This is an optimization exercise on Yosys and OpenROAD, whose aim is small area, not a production implementation. In this exercise RTL edits were held to simulation tests only and were not proved equivalent to the original.

== run A ==
==> flow/design.v <==
package rv_isa_pkg;
  typedef enum logic [6:0] {
    OPC_OP     = 7'b0110011,
    OPC_OP_IMM = 7'b0010011,
    OPC_LUI    = 7'b0110111
  } opcode_e;
  localparam logic [2:0] F3_ADD_SUB = 3'b000;
  typedef enum logic [1:0] {
    ALU_ADD    = 2'b00,
    ALU_SUB    = 2'b01,
    ALU_PASS_B = 2'b10
  } alu_op_e;
  typedef struct packed {
    logic [6:0]            funct7;
    logic [5-1:0] rs2;
    logic [5-1:0] rs1;
    logic [2:0]            funct3;
    logic [5-1:0] rd;
    logic [6:0]            opcode;
  } instr_fields_t;
endpackage
package rv_pipe_pkg;
  typedef struct packed {
    logic                  valid;
    logic [5-1:0] rd;
    logic [1:0]            alu_op;   
    logic [32-1:0]      a;
    logic [32-1:0]      b;
  } id_ex_t;
  typedef struct packed {
    logic                  valid;
    logic [5-1:0] rd;
    logic [32-1:0]      data;
  } wb_t;
  localparam int ID_EX_W = 1 + 5 + 2 + 2 * 32;
  localparam int WB_W    = 1 + 5 + 32;
  typedef logic [ID_EX_W-1:0] id_ex_bits_t;
  typedef logic [WB_W-1:0]    wb_bits_t;
endpackage
module fetch_counter (
  input  logic [32-1:2] pc,
  output logic [32-1:2] pc_next
);
  assign pc_next = pc + 1'b1;
endmodule
module decode_stage
(
  input  logic [32-1:0]      instr,
  output logic [5-1:0] rd,
  output logic [1:0]            op      
);
  logic is_op;
  logic is_imm;
  logic is_lui;
  assign is_op  = (instr[6:0] == rv_isa_pkg::OPC_OP)     && (instr[14:12] == rv_isa_pkg::F3_ADD_SUB);
  assign is_imm = (instr[6:0] == rv_isa_pkg::OPC_OP_IMM) && (instr[14:12] == rv_isa_pkg::F3_ADD_SUB);
  assign is_lui = (instr[6:0] == rv_isa_pkg::OPC_LUI);
  assign rd = (is_op || is_imm || is_lui) ? instr[11:7] : '0;
  assign op = {is_op, is_op ? instr[30] : is_lui};
endmodule
module rf_aoi3 (
  input  logic [2:0] s,
  input  logic [2:0] d,
  output logic       y_n
);
  assign y_n = ~|(s & d);
endmodule
module rf_read_bit (
  input  logic [32-1:1] sel,
  input  logic [32-1:1] d,
  output logic [10:0]           g_n
);
  localparam int GROUPS = (32 - 1) / 3;   
  for (genvar g = 0; g < GROUPS; g++) begin : g_grp
    rf_aoi3 u_aoi (
      .s   (sel[3*g+1 +: 3]),
      .d   (d[3*g+1 +: 3]),
      .y_n (g_n[g])
    );
  end
  assign g_n[GROUPS] = ~(sel[32-1] & d[32-1]);
endmodule
module rf_decode (
  input  logic [5-1:0] idx,
  output logic [32-1:1] sel
);
  always_comb begin
    for (int i = 1; i < 32; i++) begin
      sel[i] = (idx == i);
    end
  end
endmodule
module register_file (
  input  logic [5-1:0]             idx,
  input  logic [(32-1)*32-1:0]   regs,
  output logic [11*32-1:0]               groups_n
);
  logic [32-1:1] sel;
  rf_decode u_dec (
    .idx (idx),
    .sel (sel)
  );
  for (genvar b = 0; b < 32; b++) begin : g_bit
    logic [32-1:1] column;
    for (genvar r = 1; r < 32; r++) begin : g_col
      assign column[r] = regs[(r-1)*32 + b];
    end
    rf_read_bit u_bit (
      .sel (sel),
      .d   (column),
      .g_n (groups_n[11*b +: 11])
    );
  end
endmodule
module rf_combine (
  input  logic [11*32-1:0] groups_n,
  output logic [32-1:0]    data
);
  always_comb begin
    for (int b = 0; b < 32; b++) begin
      data[b] = ~&groups_n[11*b +: 11];
    end
  end
endmodule
module execute_stage
(
  input  logic [1:0]            op,
  input  logic [19:0]           hi,
  input  logic [11*32-1:0]   rs1_groups_n,   
  input  logic [11*32-1:0]   rs2_groups_n,
  output logic [32-1:0]      result
);
  logic [32-1:0] rs1_data;
  logic [32-1:0] rs2_data;
  logic             sub;
  logic [32-1:0] a;
  logic [32-1:0] b;
  logic [32-1:0] g;
  logic [32-1:0] p;
  logic [32-1:0] gg;
  logic [32-1:0] pp;
  always_comb begin
    for (int i = 0; i < 32; i++) begin
      rs1_data[i] = ~&rs1_groups_n[11*i +: 11];
      rs2_data[i] = ~&rs2_groups_n[11*i +: 11];
    end
  end
  assign sub = op[1] & op[0];
  assign a   = (op == 2'b01) ? '0 : rs1_data;
  always_comb begin
    case (op)
      2'b00:   b = {{(32-12){hi[19]}}, hi[19:8]};
      2'b01:   b = {hi, 12'b0};
      2'b10:   b = rs2_data;
      default: b = ~rs2_data;
    endcase
  end
  assign p = a ^ b;
  always_comb begin
    g    = a & b;
    g[0] = g[0] | (p[0] & sub);
  end
  always_comb begin
    gg = g;
    pp = p;
    for (int l = 0; l < 5; l++) begin
      for (int i = 0; i < 32; i++) begin
        if (((i + 1) % (2 << l)) == 0) begin
          gg[i] = gg[i] | (pp[i] & gg[i - (1 << l)]);
          pp[i] = pp[i] & pp[i - (1 << l)];
        end
      end
    end
    for (int l = 3; l >= 0; l--) begin
      for (int i = 0; i < 32; i++) begin
        if (((i + 1) % (2 << l)) == (1 << l) && i >= (2 << l)) begin
          gg[i] = gg[i] | (pp[i] & gg[i - (1 << l)]);
          pp[i] = pp[i] & pp[i - (1 << l)];
        end
      end
    end
  end
  assign result = p ^ {gg[32-2:0], sub};
endmodule
module rv_core
(
  input  logic                  clk,
  input  logic                  rst_n,
  input  logic [32-1:0]      instr,
  output logic [32-1:0]      fetch_address,
  input  logic [5-1:0] dbg_sel,
  output logic [32-1:0]      dbg_data,
  output logic [rv_pipe_pkg::WB_W-1:0]       wb
);
  logic [32-1:2]      pc_q;
  logic [32-1:2]      pc_next;
  logic [5-1:0] rd_d;
  logic [1:0]            op_d;
  logic [5-1:0] rd_1;
  logic [1:0]            op_1;
  logic [19:0]           hi_1;
  logic [5-1:0] rd_2;
  logic [1:0]            op_2;
  logic [19:0]           hi_2;
  logic [(32-1)*32-1:0] regs_q;   
  logic [32-1:0]      wr_val;
  logic [11*32-1:0]   rs1_groups_n;
  logic [11*32-1:0]   rs2_groups_n;
  logic [11*32-1:0]   dbg_groups_n;
  logic [32-1:0]      result;
  logic [5-1:0] wb_rd_q;
  logic [32-1:0]      wb_data_q;
  fetch_counter u_fetch (
    .pc      (pc_q),
    .pc_next (pc_next)
  );
  always_ff @(posedge clk) begin
    if (!rst_n) begin
      pc_q <= '0;
    end else begin
      pc_q <= pc_next;
    end
  end
  assign fetch_address = {pc_q, 2'b00};
  decode_stage u_decode (
    .instr (instr),
    .rd    (rd_d),
    .op    (op_d)
  );
  always_ff @(posedge clk) begin
    rd_1 <= rst_n ? rd_d : '0;
    op_1 <= op_d;
    hi_1 <= instr[31:12];
    rd_2 <= rst_n ? rd_1 : '0;
    op_2 <= op_1;
    hi_2 <= hi_1;
  end
  register_file u_rs1 (
    .idx  (hi_2[7:3]),
    .regs (regs_q),
    .groups_n (rs1_groups_n)
  );
  register_file u_rs2 (
    .idx  (hi_2[12:8]),
    .regs (regs_q),
    .groups_n (rs2_groups_n)
  );
  register_file u_dbg (
    .idx  (dbg_sel),
    .regs (regs_q),
    .groups_n (dbg_groups_n)
  );
  rf_combine u_dbg_combine (
    .groups_n (dbg_groups_n),
    .data     (dbg_data)
  );
  execute_stage u_execute (
    .op       (op_2),
    .hi       (hi_2),
    .rs1_groups_n (rs1_groups_n),
    .rs2_groups_n (rs2_groups_n),
    .result   (result)
  );
  assign wr_val = rst_n ? result : '0;
  always_ff @(posedge clk) begin
    for (int i = 1; i < 32; i++) begin
      if (!rst_n || rd_2 == i) begin
        regs_q[(i-1)*32 +: 32] <= wr_val;
      end
    end
  end
  always_ff @(posedge clk) begin
    wb_rd_q   <= rst_n ? rd_2 : '0;
    wb_data_q <= result;
  end
  assign wb = {wb_rd_q != '0, wb_rd_q, wb_data_q};
endmodule
==> flow/config.mk <==
export PLATFORM = sky130hd
export DESIGN_NAME = rv_core
export DESIGN_NICKNAME = rv_core
export VERILOG_FILES = /design/flow/design.v
export SDC_FILE = /design/flow/constraint.sdc
export NUM_CORES = 4
export LEC_CHECK = 0
export CAP_MARGIN = 20
export CORE_MARGIN = 2
export CORE_UTILIZATION = 57
export SLEW_MARGIN = 20
export SYNTH_HIERARCHICAL = 1
export SYNTH_MINIMUM_KEEP_SIZE = 0
==> flow/constraint.sdc <==
create_clock -name core_clock -period 7.0 [get_ports {clk}]
set_input_delay 1.4000 -clock core_clock [delete_from_list [all_inputs] [get_ports {clk}]]
set_output_delay 1.4000 -clock core_clock [all_outputs]
set_load 0.01 [all_outputs]
standard.sh (not shown) runs the stock make flow with config.mk's settings and CLKGATE_MAP_FILE= SYNTH_SCRIPT=/design/flow/synth_recipe.tcl, a recipe that flattens the netlist after the stock synthesis.
==> flow/flow/run.sh <==
#!/bin/bash
# The standard layout, with three changes to how it is made:
#  - the port buffers are sky130_fd_sc_hd__buf_1 instead of the default pick
#  - clock tree synthesis inserts no dummy loads
#  - global routing reserves more of met1/met2 (flow/fastroute.tcl), moving
#    wires up to met3-met5 so that detailed routing converges
# Each ORFS step still writes its own log under orfs/logs/; make's output goes
# to standard_make.log here.
set -euo pipefail
cd "$(dirname "$0")/.."
export BUFFER_PORTS_ARGS="-buffer_cell sky130_fd_sc_hd__buf_1"
export CTS_ARGS="-sink_clustering_enable -repair_clock_nets -sink_clustering_size 24 -sink_clustering_max_diameter 100 -buf_list sky130_fd_sc_hd__clkbuf_16 -dont_use_dummy_load"
export FASTROUTE_TCL="$PWD/flow/fastroute.tcl"
bash standard.sh > standard_make.log 2>&1
==> flow/flow/fastroute.tcl <==
set_global_routing_layer_adjustment met1 0.65
set_global_routing_layer_adjustment met2 0.5
set_global_routing_layer_adjustment met3 0.25
set_global_routing_layer_adjustment met4 0.25
set_global_routing_layer_adjustment met5 0.25
set_routing_layers -clock met3-met5
set_routing_layers -signal met1-met5
FAIL run A @ global routing (5_1_grt): tool exited with error
--- input diff run A..run B ---
- CORE_UTILIZATION changed from 57 to 50
==> flow/flow/fastroute.tcl <==
set_global_routing_layer_adjustment met1 0.75
set_global_routing_layer_adjustment met2 0.55
set_global_routing_layer_adjustment met3 0.3
set_global_routing_layer_adjustment met4 0.3
set_global_routing_layer_adjustment met5 0.3
set_routing_layers -clock met3-met5
set_routing_layers -signal met1-met5
==> notes.md <==
Run B never completed; the flow aborted with a tool error in global routing (5_1_grt).
Comparing run B against run A, there is no change at all in sequential-to-total area share from yosys stat.
In the flow results for run A and run B, the placed cell count is smaller on run A.
Vertical die dimension of run B exceeds that of run A by a few percent.
Diff run A and run B: number of rows created at floorplan lower in run A
From run A to run B, number of I/O pins did not move at all.
Summary of run B over run A: initial core utilization lower; weighted congestion reported at the end of routability-driven placement has increased; number of distinct library cells after synthesis did not really move.
Compared run B vs run A, and pre-CTS worst setup slack is down in run B.
Edits applied to the flow inputs when going from run B to run C:
- changing CORE_UTILIZATION from 50 to 48
==> flow/flow/fastroute.tcl <==
set_global_routing_layer_adjustment met1 0.5
set_global_routing_layer_adjustment met2 0.4
set_global_routing_layer_adjustment met3 0.2
set_global_routing_layer_adjustment met4 0.2
set_global_routing_layer_adjustment met5 0.2
set_routing_layers -clock met3-met5
set_routing_layers -signal met1-met5
--- outcome ---
Every stage of the flow completed for run C, and the final layout passed the timing, design-rule and antenna checks.
Run B never completed, since it errored out during global routing (5_1_grt).
Diff run B..run C | post-synthesis cell count | unchanged
Run B -> run C: proportion of synthesized flip-flops having asynchronous set or reset delta 0, exact match
Floorplan row count, run C vs run B: up slightly
[run C] post-cts sizing count fell 4 relative to run B
Diff run C..run B | number of buffers added for setup after CTS | unchanged
Run C vs. run B: total half-perimeter wirelength after legalization and detailed placement picked up an extra about 2%, synthesized area essentially unchanged, routability congestion estimate now smaller, instance area after placement now sits at about the same level, number of buffers inserted by port buffering level.
For run D, these inputs were changed with respect to run C:
- CORE_UTILIZATION changed from 48 to 62
==> flow/flow/fastroute.tcl <==
set_global_routing_layer_adjustment met1 0.75
set_global_routing_layer_adjustment met2 0.55
set_global_routing_layer_adjustment met3 0.3
set_global_routing_layer_adjustment met4 0.3
set_global_routing_layer_adjustment met5 0.3
set_routing_layers -clock met3-met5
set_routing_layers -signal met1-met5
Results
- Tool error GRT-0116 stopped run D during global routing (5_1_grt); no final results.
- The height of the die in run C is 1.13 times that in run D.
- Reported for run D and run C, number of buffers added to fix hold violations after cts turned out identical to the last digit.
- Cell count after synthesis: run D vs run C identical
- Initial standard-cell utilization of the core (lower): run C
- Sort run D and run C by row count, ascending, and run D comes first.
- For the minimum setup slack after placement, run D came in 0.40 ns lower than run C did.
- Summary of run D over run C: number of instances in the placed design shows a reduction of about 6%; cell area after synthesis shows no meaningful change.

[static timing again, ports no longer ideal]
How much do the figures lean on ideal ports? The routed layout below was timed once more, with nothing changed but the port constraints. Step 1 sets driving cells, clkbuf_16 on the clock port and buf_2 on the other inputs (assumed; they add their load-dependent delay and slew). Step 2 also shifts input and output timing later by t, the mid clock arrival at the registers, as if the neighbouring blocks saw the same clock. Three values: ideal, step 1, step 2; two values: the first two.
run: run C
t (ns): 0.778
setup slack, ns: 0.281 / 0.281 / 0.281
latest minus earliest clock arrival (ns): 0.052 / 0.052
After both steps setup and hold are still met in run C. For run C, drivers alone change the setup slack by 0.000 ns; drivers and shift together by 0.000 ns.
